Context: an optimization exercise on an open-source flow, tuned for small area, a short achievable clock period and few clock cycles per item. The choices shown serve that exercise and are no tape-out recipe. No run shown here included a check of the RTL's function; only the layout flow was run. Power is estimated from default activity; no workload was simulated.

$ cat flow/flow/run.sh
#!/bin/bash
# own flow: the standard layout, with port buffers of a plain buffer cell
set -o pipefail
cp standard.sh standard.sh.txt 2>/dev/null
cp config.mk config.mk.txt
export BUFFER_PORTS_ARGS="-buffer_cell sky130_fd_sc_hd__buf_2"
bash standard.sh > standard.log 2>&1
$ cat flow/config.mk
export PLATFORM = sky130hd
export DESIGN_NAME = icache_top
export DESIGN_NICKNAME = icache_top
export VERILOG_FILES = /design/flow/design.v
export SDC_FILE = /design/flow/constraint.sdc
export NUM_CORES = 4
export LEC_CHECK = 0
export ABC_CLOCK_PERIOD_IN_PS = 1000
export CAP_MARGIN = 20
export CORE_MARGIN = 2
export CORE_UTILIZATION = 40
export SETUP_SLACK_MARGIN = 1.8
export SLEW_MARGIN = 20
$ cat flow/constraint.sdc
create_clock -name core_clock -period 4.0 [get_ports {clock_i}]
set_input_delay 0.8000 -clock core_clock [delete_from_list [all_inputs] [get_ports {clock_i}]]
set_output_delay 0.8000 -clock core_clock [all_outputs]
set_load 0.01 [all_outputs]
$ cat flow/standard.sh
#!/bin/bash
# synth_recipe.tcl (not shown) runs the flow's synth.tcl, then flattens the netlist and writes it again
# the make line also repeats each setting of config.mk as NAME=value (left out here)
make -C /OpenROAD-flow-scripts/flow DESIGN_CONFIG=/design/flow/config.mk WORK_HOME=/design/flow/orfs CLKGATE_MAP_FILE= SYNTH_SCRIPT=/design/flow/synth_recipe.tcl "${@:-finish}"
$ cat flow/design.v
package icache_pkg;
	localparam int OFFSET_W = 4;
	localparam int INDEX_W  = 4;
	localparam int ADDR_W   = 32;
	localparam int TAG_W    = ADDR_W - INDEX_W - OFFSET_W;
	typedef logic [ADDR_W-1:0]   addr_t;
	typedef logic [TAG_W-1:0]    tag_t;
	typedef logic [INDEX_W-1:0]  index_t;
	typedef logic [OFFSET_W-1:0] offset_t;
	typedef logic [31:0]         word_t;
	typedef struct packed {
		tag_t    tag;
		index_t  index;
		offset_t offset;
	} fetch_addr_t;
	typedef struct packed {
		logic valid;
		tag_t tag;
	} tag_entry_t;
	typedef enum logic [1:0] {
		REFILL_IDLE,
		REFILL_REQUEST,
		REFILL_COLLECT,
		REFILL_COMMIT
	} refill_state_t;
endpackage
module icache_top #(
	parameter int OFFSET_W = icache_pkg::OFFSET_W,
	parameter int INDEX_W  = icache_pkg::INDEX_W,
	parameter int TAG_W    = icache_pkg::ADDR_W - INDEX_W - OFFSET_W
) (
	input  logic                  clock_i,
	input  logic                  rst_n_i,
	input  logic                  fetch_i,
	input  icache_pkg::addr_t     fetch_addr_i,
	input  logic                  flush_i,
	output logic                  instr_valid_o,
	output icache_pkg::word_t     instr_o,
	output icache_pkg::addr_t     instr_addr_o,
	output logic                  miss_o,
	output logic                  mem_req_o,
	output icache_pkg::addr_t     mem_line_addr_o,
	input  logic                  mem_rvalid_i,
	input  icache_pkg::word_t     mem_rdata_i
);
	localparam int CAP = 31;
	localparam int LOW = 4;
	logic [4:0]     n_q;      
	logic           busy_q;   
	logic           lm_q;     
	logic           miss_q;
	logic           rdy_q;    
	logic           ireq_q;   
	logic           ereq_q;   
	logic [29:0]    h_q;      
	logic [1:0]     wc_q;     
	logic [LOW-1:0] ml_q;     
	logic [4:0]     el_q;     
	logic           c_q;      
	logic           seq;
	logic           nz;
	logic           acc;
	logic           start;
	logic           deliver;
	logic           endw;
	logic           req;
	logic           lost;
	logic           clr;
	logic [24:0]    pm;
	logic [24:0]    hh_inc;
	logic           eq_lo;
	logic           eq0;
	logic           eq1;
	logic           dh;
	logic [29:0]    h_inc;
	logic [4:0]     n_inc;
	logic [4:0]     n_dec;
	logic           busy_d;
	logic           lm_d;
	logic [29:0]    h_d;
	logic [1:0]     wc_d;
	logic           m_d;
	logic [4:0]     n_d    [2];
	logic           nz_d   [2];
	logic           rdy_d  [2];
	logic           miss_d [2];
	logic           ireq_d [2];
	logic           ereq_d [2];
	logic [4:0]     el_d   [2];
	logic           c_d    [2];
	for (genvar g = 0; g < 25; g++)
	begin : g_pm
		if (g == 0)
		begin : g_lsb
			assign pm[g] = 1'b1;
		end
		else
		begin : g_bit
			assign pm[g] = &h_q[g+4:5];
		end
	end
	assign hh_inc = h_q[29:5] ^ pm;
	assign h_inc  = {h_q[29:5] ^ (pm & {25{&h_q[4:0]}}), h_q[4:0] + 5'd1};
	assign eq_lo = fetch_addr_i[6:2] == el_q;
	assign eq0   = fetch_addr_i[31:7] == h_q[29:5];
	assign eq1   = fetch_addr_i[31:7] == hh_inc;
	assign seq   = eq_lo && (c_q ? eq1 : eq0);
	assign n_inc = n_q + 5'd1;
	assign n_dec = n_q - 5'd1;
	assign nz      = n_q != '0;
	assign acc     = fetch_i && !miss_q && !flush_i;
	assign start   = acc && !nz;
	assign deliver = mem_rvalid_i && rdy_q;
	assign endw    = mem_rvalid_i && (wc_q == 2'd3);
	assign req     = ireq_q || (mem_rvalid_i && ereq_q);
	assign lost    = endw && lm_q && nz && !rdy_q;
	assign clr     = flush_i || lost;
	assign dh      = deliver && (&h_q[4:0]);
	assign busy_d = req || (busy_q && !endw);
	assign lm_d   = !start && (req || (lm_q && !endw));
	assign h_d    = start ? fetch_addr_i[31:2] : (deliver ? h_inc : h_q);
	assign wc_d   = req ? 2'd0 : (mem_rvalid_i ? wc_q + 2'd1 : wc_q);
	assign m_d    = h_d[1:0] == wc_d;
	for (genvar s = 0; s < 2; s++)
	begin : g_seq
		logic good;
		logic bad;
		logic ge;
		assign good = acc && (!nz || (s == 1));
		assign bad  = acc && nz && (s == 0);
		assign ge   = acc && nz && (s == 1);
		assign el_d[s] = start ? fetch_addr_i[6:2] + 5'd1 : (ge ? el_q + 5'd1 : el_q);
		assign c_d[s]  = start ? (&fetch_addr_i[6:2]) : ((ge && (&el_q)) || (c_q && !dh));
		always_comb
		begin
			n_d[s] = n_q;
			if (clr)
			begin
				n_d[s] = '0;
			end
			else if (good && !deliver)
			begin
				n_d[s] = n_inc;
			end
			else if (deliver && !good)
			begin
				n_d[s] = n_dec;
			end
		end
		assign nz_d[s]  = n_d[s] != '0;
		assign rdy_d[s] = busy_d && lm_d && nz_d[s] && m_d;
		assign miss_d[s] = !flush_i && (miss_q ? nz_d[s]
			: (bad || lost || (n_d[s] >= 5'(CAP))));
		assign ireq_d[s] = !busy_d && nz_d[s];
		assign ereq_d[s] = busy_d && (wc_d == 2'd3) && (lm_d
			? (rdy_d[s] && (n_d[s] > 5'd1) && !(&h_d[LOW+1:2]))
			: nz_d[s]);
	end
	assign mem_req_o       = req;
	assign mem_line_addr_o = {h_q[29:LOW+2], ml_q, 4'b0000};
	assign instr_valid_o   = deliver;
	assign instr_o         = mem_rdata_i;
	assign instr_addr_o    = {h_q, 2'b00};
	assign miss_o          = miss_q;
	always_ff @(posedge clock_i or negedge rst_n_i)
	begin
		if (!rst_n_i)
		begin
			n_q    <= '0;
			busy_q <= 1'b0;
			lm_q   <= 1'b0;
			miss_q <= 1'b0;
			rdy_q  <= 1'b0;
			ireq_q <= 1'b0;
			ereq_q <= 1'b0;
		end
		else
		begin
			n_q    <= seq ? n_d[1]    : n_d[0];
			miss_q <= seq ? miss_d[1] : miss_d[0];
			rdy_q  <= seq ? rdy_d[1]  : rdy_d[0];
			ireq_q <= seq ? ireq_d[1] : ireq_d[0];
			ereq_q <= seq ? ereq_d[1] : ereq_d[0];
			busy_q <= busy_d;
			lm_q   <= lm_d;
		end
	end
	always_ff @(posedge clock_i)
	begin
		h_q  <= h_d;
		wc_q <= wc_d;
		ml_q <= h_d[LOW+1:2] + LOW'(lm_d);
		el_q <= seq ? el_d[1] : el_d[0];
		c_q  <= seq ? c_d[1]  : c_d[0];
	end
endmodule
==> results of run 1 <==
==> power by group through the flow <==
stage          Combinational (mW)  Sequential, mW  Clock (mW)
6_report                     1.53           0.934       0.461
3_3_place_gp                 1.21           0.968           0
2_1_floorplan               0.942           0.963           0
5_1_grt                      1.68           0.954       0.481
3_5_place_dp                 1.24           0.976           0
4_1_cts                      1.50           0.929       0.470
==> path summary, 6_finish.rpt <==
kind / from / to / depth (start not counted)
setup / recovery: h_q[6]$_DFFE_PP_ / miss_q$_DFF_PN0_ / 12
hold / removal: rst_n_i / ireq_q$_DFF_PN0_ / 1
setup reg to reg: h_q[6]$_DFFE_PP_ / miss_q$_DFF_PN0_ / 12
hold reg to reg: ireq_q$_DFF_PN0_ / busy_q$_DFF_PN0_ / 2
max in group asynchronous: rst_n_i / n_q[1]$_DFF_PN0_ / 1
min in group core_clock: ireq_q$_DFF_PN0_ / busy_q$_DFF_PN0_ / 2
==> stage by stage <==
step                power (mW)  cells  utilization  hold slack, ns  cell area, sq um
CTS                      2.899    744       0.5049          0.3658              5545
finish                   2.929    755       0.5196          0.3613              5707
global route             3.118    754       0.5194          0.3792              5704
global placement         2.180    699       0.4488          0.4863              4930
floorplan                1.905    537            -          0.4593              4788
detailed placement       2.212    699       0.4488          0.4983              4930
==> cell type report <==
class / instances / area, sq um
Antenna cell: 1 / 2.502
Inverter: 11 / 48.80
Tap cell: 140 / 175.2
Multi-Input combinational cell: 389 / 2899
Fill cell: 1039 / 5276
Timing Repair Buffer: 153 / 1012
Clock inverter: 3 / 23.77
Clock buffer: 5 / 125.1
Sequential cell: 53 / 1420
==> state kept, by name, summed over array words and instances (netlist names) <==
name / count
h_q: 30
el_q: 5
n_q: 5
ml_q: 4
wc_q: 2
busy_q: 1
c_q: 1
ereq_q: 1
ireq_q: 1
lm_q: 1
miss_q: 1
rdy_q: 1
==> Yosys cell counts (2+ instances only) <==
cell	instances	area (sq um)
o31ai_1	6	45.04
nand4_2	3	37.54
or3b_2	2	17.52
ha_1	17	212.7
buf_2	3	15.01
inv_1	11	41.29
a211oi_1	3	22.52
and2_1	2	12.51
nand3_1	15	75.07
nand3b_1	2	15.01
nand4_1	9	56.30
dfxtp_1	13	260.3
mux2_2	3	33.78
o21ai_0	33	165.2
nand2_1	72	270.3
xor2_1	27	236.5
edfxtp_1	29	870.8
nor4_1	9	56.30
a21boi_0	3	22.52
xnor2_1	44	385.4
or3_1	3	18.77
or4_1	2	15.01
buf_1	5	18.77
and3_1	4	25.02
nor3_1	16	80.08
o211ai_1	5	37.54
a21oi_1	12	60.06
nand2b_1	6	37.54
dfrtp_1	11	275.3
clkbuf_1	13	48.80
a31oi_1	6	37.54
buf_4	62	465.5
nor2_1	33	123.9
mux2i_1	12	120.1
nor4b_1	2	17.52
==> critical path: cells and delay by family (launching register included) <==
kind / cells / cell delay, ns
DFF: 1 / 0.43
AOI/OAI and AO/OA: 3 / 0.96
xor gates and xnor gates: 1 / 0.15
adders and majority gates: 2 / 0.53
and+or+nand+nor: 6 / 1.06
==> logic make-up after synthesis <==
group,share of synthesized area
compound gates,0.1190
xor+xnor,0.1366
fa+ha+maj,0.04673
buf+inv,0.1306
flops,0.3090
mux,0.03381
other cells,0.0008238
simple gates,0.2235
==> timing repair <==
item	4_1_cts	5_1_grt
cloned	1	0
resized for setup	37	20
endpoints found under the setup margin	50	40
pin swaps	19	6
buffers inserted	36	10
==> per-layer routing <==
metal  GRT usage  vias up
met1      0.2408     1955
met3     0.03280       29
met5           0        -
li1            -     1984
met4     0.05667        0
met2      0.3534      122
==> impl_metrics.toml, run 1 <==
[outcome]
status = "complete, no violations"

[global_routing]
grt_overflow_total = 0
grt_max_degree = 25
grt_pass1_wl_um = 19930
antenna_found_initial = 1
grtUsageTotal = 0.1964
first_global_vias = 4048

[place]
io_buffers = 95
hpwl_um = 8690
pre_cts_slack_ns = 0.5040
routabilityCongestion = 0.8403

[setup_path]
cp_max_fo = 3
setup.worst_path.start_class = "register"
path_cells = "ha_4, nand3_4, nor2_2, ha_1, xnor2_2, nand3b_1, a221o_1, a2111o_1, nor4_4, nand4_4, or3_4, a32o_1"
critPathKind = "register to register"
cp-end-kind = "register"
arrival_ns = 3.43
worst_path_max_delay_cell = "edfxtp_1"
reg2reg_slack_ns = 0.76
crit_path_max_incr_delay_ns = 0.43
cp.required_ns = 4.19

[pwr]
power_frac_clock = 0.158
switching_share = 0.4156
p_sw_mw = 1.217
internal_power_mw = 1.712
p_leak_nw = 2.324
pwr-share-comb = 0.523
p_per_area_nw_per_um2 = 513.2
ir_drop_v = 0.0003550
seqPwrFrac = 0.319

[drt]
met1Wirelength_um = 5480
ant_nets = 0
firstDrtPassIters = 4
drc = 0
highest_layer = "met4"
drt_wl_total_um = 12730
dr_total_vias = 4090
route.met3.wl_um = 629
wl_per_cell_um = 16.86
drtIter0Drc = 211
wl_met2_um = 6359
viasPerCell = 5.417

[synth]
syn_avg_cell_area_sq_um = 8.556
yosysUniqueCellTypes = 69
ys.warnings.count = 9
synth_edf_count = 29
yosys_most_used_dff = "edfxtp_1"
synth_seq_cells = 53
synth_seq_area_share = 0.3090
syn_inst = 532
ys_async_sr_fraction = 0.2075
syn_area_sq_um = 4552

[sta]
fmax_ghz = 0.3084
worstMarginPinSlew_ns = 0.7127
fin_tns_setup_ns = 0
fin_crit_ns = 3.242
fin_ws_ns = 0.7578
clock_skew_ns = 0.009062
hold_violations = 0
drv_slew = 0
slew_headroom = 0.5217
rsz0062_at_grt = "yes"
period_share = 0.8105
setup_violations = 0

[floorplanning]
die_y_um = 110.7
rows = 38
ios = 168
core_area_sq_um = 10980
start_util = 0.4144
dieWidth_um = 110.7
die_area_sq_um = 12250

[clock_tree]
cts_tree = "built"
cts_max_level = 2
cts_hold_buf = 0
insertion_delay_ns = 0.30
clkTransAtPathRegs_ns = 0.08
cts_buffers = 5
clockBufferDepth = 2
cts_root_buffer = "clkbuf_16"
clkSinkCount = 53

[layout]
drive_gt1_frac = 0.3567
area_delta_synth_final_pct = 25.37
layout_commonest_cell = "buf_2"
fin_nets = 699
most-common-layout-cells = "buf_2 (94), nand2_1 (68), buf_4 (45)"

[min_path]
hold_class = "input port to async pin"

[job]
maxCapViolCount = 0
==> run 2: changes to the inputs <==
--- a/flow/design.v
+++ b/flow/design.v
@@ -81,3 +81,2 @@
 	logic [1:0]     wc_d;
-	logic           m_d;
 	logic [4:0]     n_d    [2];
@@ -122,3 +121,31 @@
 	assign wc_d   = req ? 2'd0 : (mem_rvalid_i ? wc_q + 2'd1 : wc_q);
-	assign m_d    = h_d[1:0] == wc_d;
+	logic n_ge2;
+	logic n_ge3;
+	logic n_eq30;
+	logic m_d;
+	logic wrap_d;
+	assign n_ge2  = n_q > 5'd1;
+	assign n_ge3  = n_q > 5'd2;
+	assign n_eq30 = n_q == 5'(CAP - 1);
+	always_comb
+	begin
+		if (deliver)
+		begin
+			m_d = 1'b1;
+		end
+		else if (req)
+		begin
+			m_d = h_q[1:0] == 2'd0;
+		end
+		else if (mem_rvalid_i)
+		begin
+			m_d = h_q[1:0] == wc_q + 2'd1;
+		end
+		else
+		begin
+			m_d = h_q[1:0] == wc_q;
+		end
+	end
+	assign wrap_d = start ? (&fetch_addr_i[LOW+3:4])
+		: (deliver ? (&h_inc[LOW+1:2]) : (&h_q[LOW+1:2]));
 	for (genvar s = 0; s < 2; s++)
@@ -128,2 +155,3 @@
 		logic ge;
+		logic gt1_d;
 		assign good = acc && (!nz || (s == 1));
@@ -149,9 +177,10 @@
 		end
-		assign nz_d[s]  = n_d[s] != '0;
+		assign nz_d[s] = !clr && (good || (deliver ? n_ge2 : nz));
+		assign gt1_d   = !clr && (good ? (deliver ? n_ge2 : nz) : (deliver ? n_ge3 : n_ge2));
 		assign rdy_d[s] = busy_d && lm_d && nz_d[s] && m_d;
 		assign miss_d[s] = !flush_i && (miss_q ? nz_d[s]
-			: (bad || lost || (n_d[s] >= 5'(CAP))));
+			: (bad || lost || (!clr && good && !deliver && n_eq30)));
 		assign ireq_d[s] = !busy_d && nz_d[s];
 		assign ereq_d[s] = busy_d && (wc_d == 2'd3) && (lm_d
-			? (rdy_d[s] && (n_d[s] > 5'd1) && !(&h_d[LOW+1:2]))
+			? (rdy_d[s] && gt1_d && !wrap_d)
 			: nz_d[s]);
--- a/flow/config.mk
+++ b/flow/config.mk
@@ -11,3 +11,3 @@
 export CORE_UTILIZATION = 40
-export SETUP_SLACK_MARGIN = 1.8
+export SETUP_SLACK_MARGIN = 1.0
 export SLEW_MARGIN = 20
==> run 2 against run 1 <==
Via count fell by 4.0%. Non-clock buffer count is 21 lower. Sequential power is 12% higher. Die area rose by 2.5%. Utilization shrank 4.9 points. Worst hold slack lost 0.0011 ns. Critical endpoint is now n_q[2]$_DFFE_PN0P_. Highest routed layer unchanged.
==> impl_metrics.toml, run 2 <==
[sta]
setup_violations = 0
period_share = 0.8026
slew_headroom = 0.5478
fin_ws_ns = 0.7898
fin_tns_setup_ns = 0
rsz0062_at_grt = "yes"
hold_violations = 0
fin_crit_ns = 3.210
clock_skew_ns = 0.009631
worstMarginPinSlew_ns = 0.6689
fmax_ghz = 0.3115
drv_slew = 0

[clock_tree]
insertion_delay_ns = 0.30
clockBufferDepth = 2
cts_max_level = 2
clkTransAtPathRegs_ns = 0.08
cts_tree = "built"
clkSinkCount = 53
cts_buffers = 5
cts_root_buffer = "clkbuf_16"
cts_hold_buf = 0

[pwr]
p_total_mw = 3.228
switching_share = 0.4445
seqPwrFrac = 0.326
ir_drop_v = 0.0003001
pwr-share-comb = 0.533
p_per_area_nw_per_um2 = 601.0
p_sw_mw = 1.435
internal_power_mw = 1.793
power_frac_clock = 0.141
p_leak_nw = 2.187

[job]
maxCapViolCount = 0

[setup_path]
r2r_cells = 10
reg2reg_slack_ns = 0.79
worst_path_max_delay_cell = "or4_4"
critPathKind = "register to register"
cp.required_ns = 4.17
worst-path-buf-inv = 1
critical_path.top_delay_family = "simple AND/OR/NAND/NOR gates"
r2r-end = "n_q[2]$_DFFE_PN0P_"
cp-end-kind = "register"
setup.worst_path.start_class = "register"
path_cells = "nand4_4, or4_4, or3_1, o2111a_2, a211oi_4, buf_12, nand2_8, mux2_4, a221oi_2, nand3_2"
reg2reg_from = "h_q[12]$_DFFE_PP_"
arrival_ns = 3.38
crit_path_max_incr_delay_ns = 0.61
cp_max_fo = 9

[place]
io_buffers = 95
pre_cts_slack_ns = 0.4617
routabilityCongestion = 0.8067
hpwl_um = 8062

[floorplanning]
die_y_um = 112.0
start_util = 0.4088
core_area_sq_um = 11420
rows = 39
dieWidth_um = 112.0
ios = 168
die_area_sq_um = 12550

[global_routing]
first_global_vias = 3762
grt_max_degree = 24
grt_overflow_total = 0
grtUsageTotal = 0.1778
antenna_found_initial = 0
grt_pass1_wl_um = 18400

[synth]
synth_top_area_frac = 0.1994
ys_async_sr_fraction = 0.2075
syn_area_sq_um = 4668
synthTopCellsByArea = "edfxtp_1 (20%), buf_4 (10%), xor2_1 (6.6%), ha_1 (6.4%), xnor2_1 (6.4%)"
synth_seq_cells = 53
synth_top_cell_by_area = "edfxtp_1"
ys.warnings.count = 9
syn_avg_cell_area_sq_um = 8.841
synth_edf_count = 31
yosys_most_used_dff = "edfxtp_1"
yosysMostFrequentCell = "nand2_1"
synth_common_cells = "nand2_1 (65), buf_4 (64), xor2_1 (35)"
synth_seq_area_share = 0.3055
syn_inst = 528
yosysUniqueCellTypes = 66

[layout]
top_register = "h_q"
largest_reg_flops = 30
drive_gt1_frac = 0.3193
multiInputGateArea_sq_um = 2791
most-common-layout-cells = "buf_2 (95), nand2_1 (65), xor2_1 (35), buf_4 (35), xnor2_1 (34)"
layout.area.seq_sq_um = 1428
antennaDiodeCount = 0
largestRegisters = "h_q (30), el_q (5), n_q (5)"
fin_nets = 684
layout_commonest_cell = "buf_2"
final.fill_count = 1136
area_delta_synth_final_pct = 15.04

[drt]
dr_total_vias = 3927
wl_per_cell_um = 15.37
firstDrtPassIters = 4
drc = 0
drtIter0Drc = 212
ant_nets = 0
drt_wl_total_um = 11300
viasPerCell = 5.343

[min_path]
hold_class = "input port to async pin"

[outcome]
status = "complete, no violations"
-- run 2: cell types whose count changed after synthesis, moves of 4 or more --
cell / delta
xnor2_1: -10
nand2_1: -7
nor3b_1: +4
ha_1: +7
xor2_1: +8
nor3_1: -7
nand3_1: +8
nor2_1: -5
or2_2: +5
-- run 2: worst max path at each step --
stage                                 start                  to  slack (ns)  cells past startpoint
after floorplan           h_q[13]$_DFFE_PP_  n_q[2]$_DFFE_PN0P_        0.80                     13
after global placement    h_q[13]$_DFFE_PP_   el_q[3]$_DFFE_PP_        0.48                     10
after detailed placement  h_q[14]$_DFFE_PP_   el_q[1]$_DFFE_PP_        0.46                     10
after CTS                 h_q[13]$_DFFE_PP_  n_q[2]$_DFFE_PN0P_        0.82                     12
after global routing      h_q[13]$_DFFE_PP_  n_q[2]$_DFFE_PN0P_        0.63                     13
final                     h_q[12]$_DFFE_PP_  n_q[2]$_DFFE_PN0P_        0.79                     10
-- run 2: kinds of logic (layout without fill, tap and decap cells) --
| kind of cell | after synthesis | count (layout) | synth area share |
|---|---|---|---|
| XOR/XNOR | 69 | 69 | 0.1295 |
| adder cells (fa/ha/maj) | 24 | 24 | 0.06433 |
| AND/OR/NAND/NOR | 193 | 193 | 0.2176 |
| buffers and inverters | 93 | 152 | 0.1367 |
| other | 1 | 6 | 0.0008033 |
| AO/OA/AOI/OAI | 82 | 82 | 0.1161 |
| flip-flops | 53 | 53 | 0.3055 |
| multiplexers | 13 | 13 | 0.02948 |
-- run 2: layout make-up --
class | instances | area share
repair buffers | 132 | 0.1449
clock buffers | 5 | 0.02330
clock inverters | 3 | 0.004427
well taps | 143 | 0.03332
inverters | 12 | 0.008388
flip-flops and latches | 53 | 0.2658
multi-input cells | 387 | 0.5198
-- run 2: worst reg2reg max path: cells and delay by family (launching register included) --
| kind | cells | cell delay, ns |
|---|---|---|
| flops | 1 | 0.49 |
| buf+inv | 1 | 0.16 |
| mux | 1 | 0.35 |
| compound gates | 3 | 0.69 |
| simple gates | 5 | 1.39 |
-- run 2: metrics by stage --
| step | area, sq um | util | hold slack, ns | std cells |
|---|---|---|---|---|
| global route | 5370 | 0.4703 | 0.3732 | 735 |
| CTS | 5258 | 0.4604 | 0.3637 | 727 |
| global placement | 4867 | 0.4263 | 0.4940 | 701 |
| detailed placement | 4867 | 0.4263 | 0.5017 | 701 |
| floorplan | 4723 | - | 0.4793 | 533 |
| finish | 5370 | 0.4703 | 0.3603 | 735 |
-- run 2: metal layers --
| layer | global-route usage | vias up | part of all wire |
|---|---|---|---|
| met2 | 0.2937 | 102 | 0.47 |
| met5 | 0 | - | 0 |
| met3 | 0.02970 | 32 | 0.047 |
| li1 | - | 1931 | - |
| met4 | 0.06748 | 0 | 0.027 |
| met1 | 0.2350 | 1862 | 0.46 |
-- run 2: timing repair --
item | 4_1_cts | 5_1_grt
setup buffers | 18 | 8
pin swaps | 10 | 4
setup endpoints to repair | 18 | 20
gates resized for setup | 15 | 10
-- run 2: power by group through the flow --
stage	Clock (mW)	Combinational, mW	Sequential [mW]
2_1_floorplan	0	1.23	1.10
3_3_place_gp	0	1.50	1.08
3_5_place_dp	0	1.52	1.09
4_1_cts	0.473	1.66	1.06
5_1_grt	0.484	1.92	1.08
6_report	0.454	1.72	1.05
==> run 3: changes to the inputs <==
--- a/flow/design.v
+++ b/flow/design.v
@@ -57,4 +57,2 @@
 	logic [LOW-1:0] ml_q;     
-	logic [4:0]     el_q;     
-	logic           c_q;      
 	logic           seq;
@@ -69,7 +67,7 @@
 	logic [24:0]    pm;
-	logic [24:0]    hh_inc;
-	logic           eq_lo;
-	logic           eq0;
-	logic           eq1;
-	logic           dh;
+	logic [29:0]    sa;
+	logic [29:0]    sb;
+	logic [29:0]    sk;
+	logic [29:0]    cr;
+	logic [29:0]    co;
 	logic [29:0]    h_inc;
@@ -87,4 +85,2 @@
 	logic           ereq_d [2];
-	logic [4:0]     el_d   [2];
-	logic           c_d    [2];
 	for (genvar g = 0; g < 25; g++)
@@ -100,8 +96,9 @@
 	end
-	assign hh_inc = h_q[29:5] ^ pm;
 	assign h_inc  = {h_q[29:5] ^ (pm & {25{&h_q[4:0]}}), h_q[4:0] + 5'd1};
-	assign eq_lo = fetch_addr_i[6:2] == el_q;
-	assign eq0   = fetch_addr_i[31:7] == h_q[29:5];
-	assign eq1   = fetch_addr_i[31:7] == hh_inc;
-	assign seq   = eq_lo && (c_q ? eq1 : eq0);
+	assign sa  = h_q;
+	assign sb  = {25'd0, n_q};
+	assign sk  = fetch_addr_i[31:2];
+	assign cr  = sa ^ sb ^ sk;
+	assign co  = (sa & sb) | (sa & cr) | (sb & cr);
+	assign seq = cr == {co[28:0], 1'b0};
 	assign n_inc = n_q + 5'd1;
@@ -116,3 +113,2 @@
 	assign clr     = flush_i || lost;
-	assign dh      = deliver && (&h_q[4:0]);
 	assign busy_d = req || (busy_q && !endw);
@@ -154,3 +150,2 @@
 		logic bad;
-		logic ge;
 		logic gt1_d;
@@ -158,5 +153,2 @@
 		assign bad  = acc && nz && (s == 0);
-		assign ge   = acc && nz && (s == 1);
-		assign el_d[s] = start ? fetch_addr_i[6:2] + 5'd1 : (ge ? el_q + 5'd1 : el_q);
-		assign c_d[s]  = start ? (&fetch_addr_i[6:2]) : ((ge && (&el_q)) || (c_q && !dh));
 		always_comb
@@ -221,4 +213,2 @@
 		ml_q <= h_d[LOW+1:2] + LOW'(lm_d);
-		el_q <= seq ? el_d[1] : el_d[0];
-		c_q  <= seq ? c_d[1]  : c_d[0];
 	end
==> run 3 against run 2 <==
Combinational power grew 7%. Worst hold slack lost 0.012 ns. Clock skew shrank 0.0023 ns. Via count shrank 13%. Cell count shrank 12%. Fmax grew 1.6%. Clock power shrank 31%. Power shrank 2.7%. Utilization shrank 0.66 points. Sequential share of layout area shrank 0.41 points. Still clean.
==> impl_metrics.toml, run 3 <==
[sta]
rsz0062_at_grt = "yes"
hold_violations = 0
clock_skew_ns = 0.007310
slew_headroom = 0.6037
fin_tns_setup_ns = 0
worstMarginPinSlew_ns = 0.5922
setup_violations = 0
drv_slew = 0
fin_crit_ns = 3.159
fmax_ghz = 0.3166
period_share = 0.7897

[drt]
drc = 0
firstDrtPassIters = 5
drtIter0Drc = 186
viasPerCell = 5.277
ant_nets = 0
drt_wl_total_um = 9929
dr_total_vias = 3414
wl_per_cell_um = 15.35

[global_routing]
grt_util_met1 = 0.2416
grt_pass1_wl_um = 16390
grtUsageTotal = 0.1761
grt_max_degree = 29
first_global_vias = 3313
grt_overflow_total = 0
grt-busiest-layer = "met2"
met2_usage = 0.2799
use_met3 = 0.02058
antenna_found_initial = 0

[layout]
layout_commonest_cell = "buf_2"
final.fill_count = 1020
area_delta_synth_final_pct = 11.88
drive_gt1_frac = 0.3014
antennaDiodeCount = 0
top_register = "h_q"
most-common-layout-cells = "buf_2 (93), inv_1 (38), xor2_1 (37), ha_1 (37), nand2_1 (27)"
largest_reg_flops = 30
final_cells = 647
fin_nets = 623
largestRegisters = "h_q (30), n_q (5), ml_q (4)"

[floorplanning]
dieWidth_um = 107.7
ios = 168
die_area_sq_um = 11590
die_y_um = 107.7
core_area_sq_um = 10370
rows = 37
start_util = 0.4145

[clock_tree]
insertion_delay_ns = 0.30
clkSinkCount = 47
cts_tree = "built"
cts_max_level = 2
cts_root_buffer = "clkbuf_8"
cts_buffers = 5
clkTransAtPathRegs_ns = 0.09
clockBufferDepth = 2

[outcome]
status = "complete, no violations"

[setup_path]
startpoint = "fetch_addr_i[5]"
reg2reg_slack_ns = 0.89
r2r_cells = 8
r2r-end = "n_q[3]$_DFFE_PN0P_"
reg2reg_from = "n_q[3]$_DFFE_PN0P_"
cp_max_fo = 5
cp-end-kind = "register"
critPathKind = "input port to register"
cp-endpoint = "n_q[3]$_DFFE_PN0P_"
arrival_ns = 3.39
cp.required_ns = 4.23
setup.worst_path.start_class = "input port"

[pwr]
pwr-share-comb = 0.585
p_sw_mw = 1.432
ir_drop_v = 0.0002473
p_leak_nw = 2.178
switching_share = 0.4561
seqPwrFrac = 0.316
p_per_area_nw_per_um2 = 652.9
internal_power_mw = 1.707
power_frac_clock = 0.099

[synth]
syn_avg_cell_area_sq_um = 9.303
synth_seq_cells = 47
synth_top_area_frac = 0.1817
syn_area_sq_um = 4298
yosysMostFrequentCell = "buf_4"
syn_inst = 462
yosysUniqueCellTypes = 63
synth_seq_area_share = 0.2923
yosys_most_used_dff = "edfxtp_1"
synth_edf_count = 26
ys.warnings.count = 7
synth_common_cells = "buf_4 (62), inv_1 (40), xor2_1 (40)"
synth_top_cell_by_area = "edfxtp_1"
synthTopCellsByArea = "edfxtp_1 (18%), ha_1 (11%), buf_4 (11%), xor2_1 (8.2%), dfrtp_1 (6.4%)"
ys_async_sr_fraction = 0.2340

[place]
routabilityCongestion = 0.8243
post-place-cells = 630
io_buffers = 95
hpwl_um = 7570

[job]
maxCapViolCount = 0

[min_path]
hold_class = "input port to async pin"
[run 3: power groups by stage]
stage | Sequential (mW) | Combinational, mW | Clock [mW]
finish | 0.993 | 1.84 | 0.311
global route | 1.04 | 2.04 | 0.337
CTS | 0.986 | 1.79 | 0.320
detailed placement | 1.00 | 1.70 | 0
global placement | 0.995 | 1.68 | 0
floorplan | 0.997 | 1.28 | 0
[run 3: kinds of logic (layout without fill, tap and decap cells)]
group	Yosys count	count (layout)	share of synthesized area
flops	47	47	0.2923
fa+ha+maj	44	44	0.1368
simple gates	126	127	0.1668
compound gates	61	61	0.09520
other cells	1	6	0.0008725
buf+inv	113	156	0.1569
mux	5	5	0.01165
xor+xnor	65	65	0.1394
[run 3: cell type report]
class	instances	area, sq um	area share
Clock buffer	7	86.33	0.01795
Clock inverter	1	5.005	0.001041
Timing Repair Buffer	108	589.3	0.1226
Sequential cell	47	1259	0.2618
Inverter	40	157.7	0.03279
Multi-Input combinational cell	308	2541	0.5285
Tap cell	136	170.2	0.03539
[run 3: worst min-delay path by stage]
stage | slack (ns) | endpoint | cells after the start | start
after floorplan | 0.50 | busy_q$_DFF_PN0_ | 0 | rst_n_i
after global placement | 0.49 | miss_q$_DFF_PN0_ | 1 | miss_q$_DFF_PN0_
after detailed placement | 0.49 | miss_q$_DFF_PN0_ | 1 | miss_q$_DFF_PN0_
after CTS | 0.36 | busy_q$_DFF_PN0_ | 1 | rst_n_i
after global routing | 0.36 | ireq_q$_DFF_PN0_ | 1 | rst_n_i
final | 0.35 | busy_q$_DFF_PN0_ | 1 | rst_n_i
[run 3: repair_timing]
item | in CTS | in global routing
setup buffers | 5 | 3
endpoints found under the setup margin | 14 | 47
gates resized for setup | 12 | 17
hold buffers | 0 | 0
cloned | 1 | 0
pin swaps | 5 | 8
[run 3: per-stage QoR]
step	total power, mW	utilization	worst slack, ns	cell area [sq um]	hold slack, ns
global route	3.414	0.4637	0.7456	4808	0.3620
floorplan	2.273	-	0.8093	4349	0.4964
detailed placement	2.704	0.4347	0.3147	4508	0.4852
global placement	2.674	0.4347	0.3721	4508	0.4874
finish	3.139	0.4637	0.8410	4808	0.3482
CTS	3.097	0.4537	0.8317	4705	0.3560
[run 3: worst max-delay path, stage by stage]
cell and delay, ns:
buf_8 0.08, inv_8 0.03, fa_1 0.54, xor2_2 0.21
nand4_1 0.12, or4_4 0.58, or3_4 0.40, nor4b_4 0.27
o31a_1 0.19, mux2i_1 0.18
[run 3: metal layers]
layer	vias to the layer above	wire (um)
met5	-	0
met4	0	215
met3	26	587
met2	127	4575
met1	1616	4550
li1	1645	-
==> run 4: changes to the inputs <==
--- a/flow/design.v
+++ b/flow/design.v
@@ -57,2 +57,3 @@
 	logic [LOW-1:0] ml_q;     
+	logic [29:0]    e_q;      
 	logic           seq;
@@ -67,7 +68,3 @@
 	logic [24:0]    pm;
-	logic [29:0]    sa;
-	logic [29:0]    sb;
-	logic [29:0]    sk;
-	logic [29:0]    cr;
-	logic [29:0]    co;
+	logic [29:0]    f_inc;
 	logic [29:0]    h_inc;
@@ -85,2 +82,3 @@
 	logic           ereq_d [2];
+	logic [29:0]    e_d    [2];
 	for (genvar g = 0; g < 25; g++)
@@ -97,8 +95,14 @@
 	assign h_inc  = {h_q[29:5] ^ (pm & {25{&h_q[4:0]}}), h_q[4:0] + 5'd1};
-	assign sa  = h_q;
-	assign sb  = {25'd0, n_q};
-	assign sk  = fetch_addr_i[31:2];
-	assign cr  = sa ^ sb ^ sk;
-	assign co  = (sa & sb) | (sa & cr) | (sb & cr);
-	assign seq = cr == {co[28:0], 1'b0};
+	for (genvar g = 0; g < 30; g++)
+	begin : g_finc
+		if (g == 0)
+		begin : g_lsb
+			assign f_inc[g] = !fetch_addr_i[2];
+		end
+		else
+		begin : g_bit
+			assign f_inc[g] = fetch_addr_i[g+2] ^ (&fetch_addr_i[g+1:2]);
+		end
+	end
+	assign seq = fetch_addr_i[31:2] == e_q;
 	assign n_inc = n_q + 5'd1;
@@ -153,2 +157,3 @@
 		assign bad  = acc && nz && (s == 0);
+		assign e_d[s] = good ? f_inc : e_q;
 		always_comb
@@ -213,2 +218,3 @@
 		ml_q <= h_d[LOW+1:2] + LOW'(lm_d);
+		e_q  <= seq ? e_d[1] : e_d[0];
 	end
==> run 4 against run 3 <==
Utilization shrank 1.4 points. Via count up 8.9%. Combinational power fell by 35%. Cell count rose by 14%. Clock skew fell by 0.00093 ns. Die area is 19% higher. Flip-flop and latch count grew 30. Clock power increased to 2.6 times the previous value. Count of clock-buffer cells in the layout is 4 higher. Setup slack better by 0.34 ns. Fmax up 12%. Critical path type is now register to register. Largest power group is now sequential cells.
==> impl_metrics.toml, run 4 <==
[setup_path]
cp_max_fo = 6
cp.required_ns = 4.07
r2r-end = "h_q[29]$_DFFE_PP_"
critPathKind = "register to register"
reg2reg_from = "h_q[0]$_DFFE_PP_"
reg2reg_slack_ns = 1.19
r2r_cells = 10
arrival_ns = 2.89
setup.worst_path.start_class = "register"
cp-end-kind = "register"

[floorplanning]
die_area_sq_um = 13740
rows = 41
start_util = 0.4079
die_y_um = 117.2
core_area_sq_um = 12570
ios = 168
dieWidth_um = 117.2

[pwr]
p_total_mw = 3.306
ir_drop_v = 0.0002735
p_sw_mw = 1.202
seqPwrFrac = 0.398
internal_power_mw = 2.105
pwr-share-comb = 0.360
p_leak_nw = 2.255
p_per_area_nw_per_um2 = 585.0
switching_share = 0.3634
power_frac_clock = 0.242

[job]
maxCapViolCount = 0

[clock_tree]
insertion_delay_ns = 0.34
cts_tree = "built"
clockBufferDepth = 2
cts_buffers = 9
clkTransAtPathRegs_ns = 0.06
cts_root_buffer = "clkbuf_16"
clkSinkCount = 77
cts_max_level = 3

[layout]
final_cells = 737
antennaDiodeCount = 0
drive_gt1_frac = 0.2372
finish.utilization = 0.4497
largestRegisters = "e_q (30), h_q (30), n_q (5)"
fin_nets = 649
area_delta_synth_final_pct = 10.25
layout_commonest_cell = "buf_2"
design_area_sq_um = 5652
most-common-layout-cells = "buf_2 (95), nand2_1 (59), edfxtp_1 (56)"

[drt]
dr_total_vias = 3718
wl_per_cell_um = 15.19
ant_nets = 0
drtIter0Drc = 259
firstDrtPassIters = 5
drt_wl_total_um = 11190
drc = 0
viasPerCell = 5.045

[sta]
period_share = 0.7037
fin_crit_ns = 2.815
drv_slew = 0
hold_violations = 0
slew_headroom = 0.5077
worstMarginPinSlew_ns = 0.7367
setup_violations = 0
fmax_ghz = 0.3553
fin_tns_setup_ns = 0
clock_skew_ns = 0.006381
rsz0062_at_grt = "no"

[synth]
synth_edf_count = 56
synth_top_area_frac = 0.3280
syn_inst = 520
synth_seq_area_share = 0.4208
syn_avg_cell_area_sq_um = 9.858
synth_seq_cells = 77
synth_common_cells = "buf_4 (64), nand2_1 (59), edfxtp_1 (56)"
yosys_most_used_dff = "edfxtp_1"
synthTopCellsByArea = "edfxtp_1 (33%), buf_4 (9.4%), xor2_1 (9.2%), xnor2_1 (5.6%), dfrtp_1 (5.4%)"
ys_async_sr_fraction = 0.1429
ys.warnings.count = 8
yosysUniqueCellTypes = 57
yosysMostFrequentCell = "buf_4"
synth_top_cell_by_area = "edfxtp_1"
syn_area_sq_um = 5126

[place]
place_area_sq_um = 5341
post-place-cells = 720
routabilityCongestion = 0.8765
io_buffers = 95
hpwl_um = 8330

[global_routing]
grt_max_degree = 34
grt_overflow_total = 0
grtUsageTotal = 0.1734
grt_pass1_wl_um = 18080
antenna_found_initial = 0
first_global_vias = 3601

[min_path]
hold_class = "input port to async pin"

[outcome]
status = "complete, no violations"
run 4: layout make-up:
| class | instances | area [sq um] |
|---|---|---|
| tap | 172 | 215.2 |
| clock inverter | 5 | 51.30 |
| timing repair buffer | 100 | 513.0 |
| multi-input combinational | 355 | 2419 |
| inverter | 17 | 63.81 |
| fill | 1196 | 6917 |
| sequential | 77 | 2157 |
| clock buffer | 11 | 232.7 |
run 4: how the worst max path moves through the flow:
stage                     start                 end  slack (ns)  depth (start not counted)
2_1_floorplan           fetch_i  n_q[4]$_DFFE_PN0P_        1.11                         11
3_3_place_gp   fetch_addr_i[23]  n_q[3]$_DFFE_PN0P_        0.90                          8
3_5_place_dp   h_q[0]$_DFFE_PP_   h_q[28]$_DFFE_PP_        0.87                         10
4_1_cts        h_q[0]$_DFFE_PP_   h_q[28]$_DFFE_PP_        1.03                         10
5_1_grt        h_q[1]$_DFFE_PP_   h_q[28]$_DFFE_PP_         1.0                         10
6_report       h_q[0]$_DFFE_PP_   h_q[29]$_DFFE_PP_        1.19                         10
run 4: per-layer routing:
metal | GRT usage | wire, um | up-vias
met1 | 0.2223 | 4996 | 1739
met4 | 0.08000 | 238 | 0
met3 | 0.03502 | 597 | 23
li1 | - | - | 1833
met2 | 0.2824 | 5362 | 123
met5 | 0 | 0 | -
run 4: critical path, cell delays in order, from the launching register on:
cell	delay (ns)
edfxtp_1	0.41
ha_1	0.22
and3_1	0.17
ha_1	0.19
and4_2	0.31
and4_4	0.31
nand3_2	0.14
or3_4	0.45
nor2_1	0.15
xnor2_1	0.13
o21ai_1	0.07
run 4: power groups by stage:
stage                     Sequential (mW)  Combinational, mW  Clock (mW)
after floorplan                      1.34              0.878           0
after global placement               1.32               1.17           0
after detailed placement             1.33               1.19           0
after CTS                            1.32               1.20       0.821
after global routing                 1.35               1.34       0.842
final                                1.32               1.19       0.801
run 4: cell families after synthesis:
logic type | Yosys count | share of synthesized area
and+or+nand+nor | 178 | 0.1787
DFF | 77 | 0.4208
buffers and inverters | 93 | 0.1169
adders and majority gates | 20 | 0.04882
AOI/OAI and AO/OA | 59 | 0.07274
other | 1 | 0.0007315
xor gates and xnor gates | 87 | 0.1486
muxes | 5 | 0.01269
run 4: stage by stage:
stage	hold WS [ns]	setup slack (ns)
finish	0.3133	1.185
global route	0.3322	0.9970
CTS	0.3123	1.027
detailed placement	0.4813	0.8709
global placement	0.4800	0.9035
floorplan	0.4892	1.114
run 4: what timing repair did:
item | 4_1_cts | 5_1_grt
buffers inserted | 0 | 1
hold buffers | 0 | 0
endpoints found under the setup margin | 4 | 7
gates resized for setup | 3 | 3
==> run 5: changes to the inputs <==
--- a/flow/flow/run.sh
+++ b/flow/flow/run.sh
@@ -6,2 +6,3 @@
 export BUFFER_PORTS_ARGS="-buffer_cell sky130_fd_sc_hd__buf_2"
+export ADDER_MAP_FILE=
 bash standard.sh > standard.log 2>&1
==> run 5 against run 4 <==
Wire length rose by 3.7%. Flip-flop and latch count did not move. Sequential power fell by 17%. First-iteration DRC count fell by 27%. Synthesized cell count did not move. Critical endpoint is now ereq_q$_DFF_PN0_. Largest power group unchanged.
==> impl_metrics.toml, run 5 <==
[outcome]
status = "complete, no violations"

[setup_path]
arrival_ns = 3.05
worst-path-buf-inv = 2
setup.worst_path.start_class = "input port"
cp_max_fo = 19
cp-end-kind = "register"
critPathKind = "input port to register"
crit_path_max_incr_delay_ns = 0.51
cp.required_ns = 4.20
path_cells = "buf_2, xnor2_1, nand4_1, nor4_4, a21oi_2, nor2_4, buf_4, o32ai_1, a2111oi_2"
worst_path_max_delay_cell = "nor4_4"
critical_path.top_delay_family = "simple AND/OR/NAND/NOR gates"

[place]
place_area_sq_um = 5286
routabilityCongestion = 0.9152
io_buffers = 95
hpwl_um = 8601

[synth]
synthSimpleGateAreaFrac = 0.1886
synthTopCellsByArea = "edfxtp_1 (33%), xnor2_1 (13%), buf_4 (9.5%), dfrtp_1 (5.4%), nand2_1 (5.0%)"
yosys_most_used_dff = "edfxtp_1"
synth_fa_ha_area_frac = 0
synth_seq_area_share = 0.4257
yosysMostFrequentCell = "xnor2_1"
synth_common_cells = "xnor2_1 (73), nand2_1 (68), buf_4 (64)"
synth_top_area_frac = 0.3319
synth_xor_area_frac = 0.1659
synth_seq_cells = 77
ys_async_sr_fraction = 0.1429
synth_compound_area_frac = 0.08790
syn_inst = 520
synth_edf_count = 56
synthMuxAreaShare = 0.01235
ys.warnings.count = 8
syn_avg_cell_area_sq_um = 9.745
syn_area_sq_um = 5067
synth_top_cell_by_area = "edfxtp_1"
synth_top_family_by_area = "simple AND/OR/NAND/NOR gates"
yosysUniqueCellTypes = 57

[clock_tree]
insertion_delay_ns = 0.34
cts_tree = "built"
cts_max_level = 3
clockBufferDepth = 2
cts_hold_buf = 0
cts_root_buffer = "clkbuf_16"
clkTransAtPathRegs_ns = 0.06
post_cts.repair.setup_buffers = 0
cts_resized = 0
cts_buffers = 9
clkSinkCount = 77

[global_routing]
grt_overflow_total = 0
antenna_found_initial = 1
grtUsageTotal = 0.1741
first_global_vias = 3559
grt_pass1_wl_um = 18070
grt_max_degree = 21

[sta]
worstMarginPinSlew_ns = 0.7283
setup_violations = 0
fin_crit_ns = 2.846
rsz0062_at_grt = "no"
slew_headroom = 0.5019
drv_slew = 0
fin_tns_setup_ns = 0
holdWs_ns = 0.3230
hold_violations = 0
period_share = 0.7116
clock_skew_ns = 0.008116
fmax_ghz = 0.3513

[drt]
dr_total_vias = 3757
firstDrtPassIters = 5
viasPerCell = 5.119
drc = 0
drt_wl_total_um = 11610
drtIter0Drc = 189
wl_per_cell_um = 15.82
ant_nets = 0

[min_path]
hold_class = "input port to async pin"

[floorplanning]
core_area_sq_um = 12520
die_area_sq_um = 13590
ios = 168
dieWidth_um = 116.6
rows = 41
die_y_um = 116.6
start_util = 0.4048

[pwr]
ir_drop_v = 0.0002737
p_leak_nw = 2.109
p_total_mw = 2.569
p_per_area_nw_per_um2 = 459.7

[layout]
finish.utilization = 0.4465
fin_nets = 625
layout_commonest_cell = "buf_2"
final.fill_count = 1227
drive_gt1_frac = 0.2424
most-common-layout-cells = "buf_2 (95), xnor2_1 (73), nand2_1 (67)"
area_delta_synth_final_pct = 10.30
design_area_sq_um = 5589
largestRegisters = "e_q (30), h_q (30), n_q (5)"

[job]
maxCapViolCount = 0
run 5: where the power goes:
group | internal (mW) | switching (mW)
Combinational | 0.256 | 0.383
Sequential | 1.00 | 0.0998
Clock | 0.519 | 0.310
Total | 1.78 | 0.792
run 5: metrics by stage:
step / setup slack, ns / cells
floorplan: 1.035 / 525
global placement: 0.8685 / 717
detailed placement: 0.7662 / 717
CTS: 1.115 / 733
global route: 1.005 / 733
finish: 1.154 / 734
run 5: final cells by class:
type                    instances  area (sq um)  share of cell area
inverters                      13         48.80            0.008731
multi-input cells             354          2347              0.4200
diodes                          1         2.502           0.0004477
flip-flops and latches         77          2157              0.3859
clock buffers                  15         267.8             0.04791
clock inverters                 1         30.03            0.005373
well taps                     172         215.2             0.03850
repair buffers                101         520.5             0.09313
run 5: final timing paths:
| path | slack, ns | to | startpoint | depth (start not counted) |
|---|---|---|---|---|
| max | 1.15 | ereq_q$_DFF_PN0_ | fetch_addr_i[26] | 9 |
| min | 0.32 | lm_q$_DFF_PN0_ | rst_n_i | 1 |
| max reg2reg | 1.25 | h_q[7]$_DFFE_PP_ | n_q[0]$_DFFE_PN0P_ | 5 |
| min reg2reg | 0.53 | busy_q$_DFF_PN0_ | busy_q$_DFF_PN0_ | 1 |
| max in group asynchronous | 3.46 | n_q[1]$_DFFE_PN0P_ | rst_n_i | 1 |
| min in group core_clock | 0.53 | busy_q$_DFF_PN0_ | busy_q$_DFF_PN0_ | 1 |
run 5: logic make-up after synthesis:
kind of cell / Yosys count
other: 1
muxes: 6
buffers and inverters: 94
xor gates and xnor gates: 96
AOI/OAI and AO/OA: 69
and+or+nand+nor: 177
DFF: 77
run 5: layer usage:
metal,vias to the layer above,part of all wire,global-route usage,wire [um]
li1,1828,-,-,-
met1,1788,0.44,0.2186,5069
met2,134,0.49,0.2837,5717
met3,7,0.066,0.05916,767
met4,0,0.0047,0.05569,55
met5,-,0,0,0
==> run 6: changes to the inputs <==
--- a/flow/config.mk
+++ b/flow/config.mk
@@ -11,3 +11,3 @@
 export CORE_UTILIZATION = 40
-export SETUP_SLACK_MARGIN = 1.0
+export SETUP_SLACK_MARGIN = 2.0
 export SLEW_MARGIN = 20
==> run 6 against run 5 <==
Combinational power increased by 53%. Largest power group unchanged. Die area unchanged. Highest routed layer unchanged. Critical path depth increased by 1. First-iteration DRC count increased by 56%. Cell area increased by 32%. Setup slack improved by 0.52 ns. Still clean on timing, DRC and antenna. Power increased by 15%. Fmax increased by 23%.
==> impl_metrics.toml, run 6 <==
[setup_path]
reg2reg_slack_ns = 1.77
arrival_ns = 2.38
r2r_cells = 9
cp.required_ns = 4.06
cp-end-kind = "register"
r2r-end = "e_q[7]$_DFFE_PP_"
critPathKind = "input port to register"
setup.worst_path.start_class = "input port"
reg2reg_from = "e_q[6]$_DFFE_PP_"
cp_max_fo = 8

[sta]
rsz0062_at_grt = "yes"
worstMarginPinSlew_ns = 0.5292
fin_tns_setup_ns = 0
drv_slew = 0
clock_skew_ns = 0.007459
setup_violations = 0
hold_violations = 0
fmax_ghz = 0.4306
holdWs_ns = 0.3221
slew_headroom = 0.6472
period_share = 0.5806
fin_crit_ns = 2.322

[synth]
ys.warnings.count = 8
synth_compound_area_frac = 0.08790
synth_xor_area_frac = 0.1659
synthMuxAreaShare = 0.01235
synthSimpleGateAreaFrac = 0.1886
ys_async_sr_fraction = 0.1429
yosys_most_used_dff = "edfxtp_1"
syn_inst = 520
synthTopCellsByArea = "edfxtp_1 (33%), xnor2_1 (13%), buf_4 (9.5%), dfrtp_1 (5.4%), nand2_1 (5.0%)"
synth_top_area_frac = 0.3319
syn_avg_cell_area_sq_um = 9.745
synth_edf_count = 56
synth_seq_area_share = 0.4257
synth_common_cells = "xnor2_1 (73), nand2_1 (68), buf_4 (64)"
syn_area_sq_um = 5067
synth_seq_cells = 77
synth_fa_ha_area_frac = 0
synth_top_family_by_area = "simple AND/OR/NAND/NOR gates"
yosysUniqueCellTypes = 57
synth_top_cell_by_area = "edfxtp_1"
yosysMostFrequentCell = "xnor2_1"

[layout]
finish.utilization = 0.5881
fin_nets = 708
drive_gt1_frac = 0.4938
antennaDiodeCount = 0
most-common-layout-cells = "buf_2 (71), buf_4 (63), edfxtp_1 (56)"
area_delta_synth_final_pct = 45.26
largestRegisters = "e_q (30), h_q (30), n_q (5)"
layout_commonest_cell = "buf_2"

[floorplanning]
die_y_um = 116.6
ios = 168
start_util = 0.4048
die_area_sq_um = 13590
rows = 41
core_area_sq_um = 12520
dieWidth_um = 116.6

[place]
routabilityCongestion = 0.8739
io_buffers = 95
hpwl_um = 8426

[pwr]
internal_power_mw = 2.012
p_leak_nw = 2.893
power_frac_clock = 0.291
ir_drop_v = 0.0002695
p_per_area_nw_per_um2 = 400.8
switching_share = 0.3179
pwr-share-comb = 0.331
seqPwrFrac = 0.378
p_sw_uw = 938.1

[global_routing]
first_global_vias = 3928
grt_max_degree = 27
grt_pass1_wl_um = 20580
grt_overflow_total = 0
grtUsageTotal = 0.1988
antenna_found_initial = 0

[min_path]
hold_class = "input port to async pin"

[clock_tree]
cts_hold_buf = 0
cts_tree = "built"
clkTransAtPathRegs_ns = 0.06
cts_max_level = 3
cts_root_buffer = "clkbuf_16"
insertion_delay_ns = 0.34
cts_buffers = 9
clkSinkCount = 77
clockBufferDepth = 2

[drt]
wl_per_cell_um = 17.13
met1Wirelength_um = 5749
highest_layer = "met4"
wl_met2_um = 7104
drc = 0
ant_nets = 0
route.met3.wl_um = 840
drt_wl_total_um = 13970
firstDrtPassIters = 5
dr_total_vias = 4207
drtIter0Drc = 295
viasPerCell = 5.156

[job]
maxCapViolCount = 0

[outcome]
status = "complete, no violations"
run 6: worst max path at each step:
stage / from / endpoint / slack [ns] / cells after the start
6_report: fetch_addr_i[10] / e_q[7]$_DFFE_PP_ / 1.68 / 10
4_1_cts: flush_i / n_q[3]$_DFFE_PN0P_ / 1.74 / 8
2_1_floorplan: fetch_addr_i[2] / ereq_q$_DFF_PN0_ / 1.18 / 8
3_5_place_dp: fetch_addr_i[26] / e_q[23]$_DFFE_PP_ / 0.97 / 7
5_1_grt: fetch_addr_i[10] / e_q[2]$_DFFE_PP_ / 1.63 / 10
3_3_place_gp: fetch_addr_i[26] / e_q[19]$_DFFE_PP_ / 0.99 / 7
run 6: cells by family after synthesis:
logic type | after synthesis
and+or+nand+nor | 177
xor gates and xnor gates | 96
buffers and inverters | 94
DFF | 77
AOI/OAI and AO/OA | 69
muxes | 6
other | 1
run 6: area by class of cell:
class	count	area (sq um)
timing repair buffer	183	1533
clock buffer	13	270.3
multi-input combinational	355	3072
clock inverter	3	42.54
inverter	13	61.31
sequential	77	2167
fill	1008	5156
tap	172	215.2
run 6: repair_timing:
action | 4_1_cts | 5_1_grt
hold endpoints to repair | 0 | 0
gates resized for setup | 123 | 77
pin swaps | 36 | 49
gates cloned | 4 | 0
buffers inserted | 45 | 38
endpoints found under the setup margin | 121 | 115
run 6: through the flow:
step | setup slack [ns] | std cells | power [mW] | cell area, sq um
6_report | 1.678 | 816 | 2.951 | 7361
5_1_grt | 1.631 | 816 | 3.100 | 7361
4_1_cts | 1.738 | 778 | 2.830 | 6708
3_5_place_dp | 0.9655 | 713 | 1.778 | 5376
3_3_place_gp | 0.9864 | 713 | 1.763 | 5376
2_1_floorplan | 1.184 | 525 | 1.628 | 5294
run 6: power groups by stage:
stage	Clock (mW)	Combinational (mW)	Sequential [mW]
floorplan	0	0.499	1.13
global placement	0	0.649	1.11
detailed placement	0	0.657	1.12
CTS	0.876	0.844	1.11
global route	0.915	1.05	1.13
finish	0.858	0.978	1.12
run 6: critical path: stages:
cell	delay, ns
buf_6	0.12
xnor2_2	0.17
nand4_1	0.17
nor4_4	0.30
buf_4	0.18
a21oi_4	0.08
nor2_4	0.18
buf_6	0.16
buf_12	0.11
buf_16	0.11
run 6: per-layer routing:
layer,up-vias,track usage
met5,-,0
met4,0,0.07843
met3,32,0.03996
met2,157,0.3337
met1,2013,0.2528
li1,2005,-
==> run 7: changes to the inputs <==
--- a/flow/config.mk
+++ b/flow/config.mk
@@ -11,3 +11,3 @@
 export CORE_UTILIZATION = 40
-export SETUP_SLACK_MARGIN = 2.0
+export SETUP_SLACK_MARGIN = 1.5
 export SLEW_MARGIN = 20
==> run 7 against run 6 <==
Setup slack worse by 0.15 ns. Clock skew fell by 0.00060 ns. Die area unchanged. Still clean. Wire length is 16% lower. Utilization fell by 13 points. Critical path depth fell by 6. Fmax shrank 6.2%. First-iteration DRC count fell by 27%. Via count shrank 11%. Synthesized area did not move. Synthesized cell count unchanged. Critical endpoint is now instr_valid_o. Non-clock buffer count decreased by 74.
==> impl_metrics.toml, run 7 <==
[min_path]
hold_class = "input port to async pin"

[clock_tree]
cts_hold_buf = 0
cts_tree = "built"
cts_buffers = 9
clockBufferDepth = 2
clkSinkCount = 77
cts_max_level = 3
clkTransAtPathRegs_ns = 0.06
cts_root_buffer = "clkbuf_16"
insertion_delay_ns = 0.33

[synth]
synth_top_cell_by_area = "edfxtp_1"
synthTopCellsByArea = "edfxtp_1 (33%), xnor2_1 (13%), buf_4 (9.5%), dfrtp_1 (5.4%), nand2_1 (5.0%)"
synth_top_area_frac = 0.3319
yosysMostFrequentCell = "xnor2_1"
yosys_most_used_dff = "edfxtp_1"
ys_async_sr_fraction = 0.1429
synth_edf_count = 56
synth_common_cells = "xnor2_1 (73), nand2_1 (68), buf_4 (64)"
syn_avg_cell_area_sq_um = 9.745
synth_seq_area_share = 0.4257
ys.warnings.count = 8
syn_inst = 520
yosysUniqueCellTypes = 57
syn_area_sq_um = 5067
synth_seq_cells = 77

[drt]
firstDrtPassIters = 5
ant_nets = 0
drtIter0Drc = 216
drc = 0
dr_total_vias = 3756
viasPerCell = 5.069
wl_per_cell_um = 15.89
drt_wl_total_um = 11780

[place]
routabilityCongestion = 0.8771
post-place-cells = 716
io_buffers = 95
hpwl_um = 8511

[global_routing]
first_global_vias = 3436
grtUsageTotal = 0.1723
grt_overflow_total = 0
antenna_found_initial = 0
grt_pass1_wl_um = 18030
grt_max_degree = 30

[job]
maxCapViolCount = 0

[sta]
clock_skew_ns = 0.006856
rsz0062_at_grt = "yes"
slew_headroom = 0.5738
period_share = 0.6187
setup_violations = 0
worstMarginPinSlew_ns = 0.6378
drv_slew = 0
fin_crit_ns = 2.475
fmax_ghz = 0.4041
fin_tns_setup_ns = 0
hold_violations = 0

[pwr]
seqPwrFrac = 0.439
p_leak_nw = 2.183
power_frac_clock = 0.295
ir_drop_v = 0.0002272
p_sw_uw = 796.2
p_per_area_nw_per_um2 = 437.4
pwr-share-comb = 0.266
internal_power_mw = 1.708
switching_share = 0.3179

[floorplanning]
ios = 168
dieWidth_um = 116.6
start_util = 0.4048
core_area_sq_um = 12520
die_area_sq_um = 13590
die_y_um = 116.6
rows = 41

[layout]
largestRegisters = "e_q (30), h_q (30), n_q (5)"
layout_commonest_cell = "buf_2"
final_cells = 741
final.fill_count = 1217
fin_nets = 633
antennaDiodeCount = 0
area_delta_synth_final_pct = 12.99
drive_gt1_frac = 0.2759
most-common-layout-cells = "buf_2 (94), xnor2_1 (69), nand2_1 (65)"

[setup_path]
critPathKind = "input port to output port"
cp_max_fo = 13
r2r-end = "h_q[23]$_DFFE_PP_"
setup.worst_path.start_class = "input port"
arrival_ns = 1.67
r2r_cells = 7
reg2reg_from = "h_q[3]$_DFF_P_"
cp.required_ns = 3.20
reg2reg_slack_ns = 1.61
cp-end-kind = "output port"

[outcome]
status = "complete, no violations"
[run 7: cell types whose count changed in the layout (fill, tap and decap cells not counted), sizes merged]
cell          change
buf              -74
bufinv            -1
clkbuf            +2
clkinv            +1
clkinvlp          -1
dlymetal6s2s      -1
nor3              -1
[run 7: what timing repair did]
item                                    CTS  global route
gates resized for setup                   9            14
endpoints found under the setup margin   52            50
pin swaps                                 5             3
buffers inserted                          5             4
[run 7: routing by layer]
metal / up-vias / part of all wire / GRT usage
met1: 1772 / 0.45 / 0.2270
met3: 12 / 0.061 / 0.04463
met2: 126 / 0.48 / 0.2783
met5: - / 0 / 0
met4: 0 / 0.0058 / 0.05569
li1: 1846 / - / -
[run 7: how the worst max path moves through the flow]
stage | startpoint | endpoint | slack [ns] | depth (start not counted)
floorplan | fetch_addr_i[2] | ereq_q$_DFF_PN0_ | 1.18 | 8
CTS | fetch_addr_i[14] | ereq_q$_DFF_PN0_ | 1.51 | 10
detailed placement | fetch_addr_i[14] | ereq_q$_DFF_PN0_ | 0.97 | 9
global route | fetch_addr_i[24] | n_q[3]$_DFFE_PN0P_ | 1.46 | 9
global placement | fetch_addr_i[14] | ereq_q$_DFF_PN0_ | 0.96 | 9
finish | mem_rvalid_i | instr_valid_o | 1.53 | 4
[run 7: metrics by stage]
stage                 util  total power, mW  hold WS, ns  instance area, sq um  setup WS (ns)
floorplan                -            1.597       0.4846                  5134          1.184
global placement    0.4233            1.749       0.5003                  5299         0.9599
detailed placement  0.4233            1.760       0.5111                  5299         0.9672
CTS                 0.4499            2.518       0.3274                  5632          1.508
global route        0.4574            2.655       0.3334                  5725          1.461
finish              0.4574            2.504       0.3328                  5725          1.525
[run 7: power by group through the flow]
stage | sequential (mW) | combinational, mW | clock [mW]
4_1_cts | 1.10 | 0.656 | 0.762
5_1_grt | 1.12 | 0.744 | 0.793
3_3_place_gp | 1.11 | 0.637 | 0
3_5_place_dp | 1.12 | 0.641 | 0
2_1_floorplan | 1.13 | 0.469 | 0
6_report | 1.10 | 0.666 | 0.739
[run 7: layout make-up]
cell class	count	area [sq um]	area share
multi-input combinational	354	2439	0.4259
inverter	13	48.80	0.008523
tap	172	215.2	0.03759
timing repair buffer	109	603.1	0.1053
sequential	77	2157	0.3767
clock inverter	2	8.758	0.001530
clock buffer	14	254.0	0.04436
[run 7: worst max-delay path: stages]
cell and delay [ns]:
buf_2 0.15, nand2_1 0.08, inv_1 0.41, buf_2 0.23
[run 7: cells by family (layout without fill, tap and decap cells)]
group,Yosys count,count (layout),synth area share
DFF,77,77,0.4257
and+or+nand+nor,177,177,0.1886
muxes,6,6,0.01235
xor gates and xnor gates,96,96,0.1659
buffers and inverters,94,138,0.1188
other,1,6,0.0007400
AOI/OAI and AO/OA,69,69,0.08790

## re-timing with driven ports
The results above use ideal ports. As a check the final layouts listed here were re-extracted and re-timed, cells and wires unchanged.
Step 1 assumes that a clkbuf_16 drives the clock port and a buf_2 every other input.
Step 2 adds t to the input delays and takes it off the output delays; t is the mean of the earliest and latest rising clock arrival at the registers after step 1. Input paths then give back, and output paths get back, about the clock's delay inside the block.
a / b / c = no drivers / after step 1 / after step 2; a / b = the first two.
run | shift t [ns] | setup slack, ns | pins driven straight from the clock port
run 1 | 0.332 | 0.758 / 0.758 / 0.747 | 1
run 2 | 0.330 | 0.790 / 0.790 / 0.706 | 1
run 3 | 0.336 | 0.841 / 0.823 / 0.487 | 1
run 4 | 0.380 | 1.185 / 1.173 / 0.886 | 1
run 5 | 0.372 | 1.154 / 1.166 / 0.794 | 1
run 6 | 0.375 | 1.678 / 1.676 / 1.301 | 1
run 7 | 0.367 | 1.525 / 1.505 / 1.226 | 1
After both steps setup and hold are still met in every run listed. The setup slack of run 6, which loses most, moves by -0.002 ns with the drivers and by -0.377 ns with both steps.
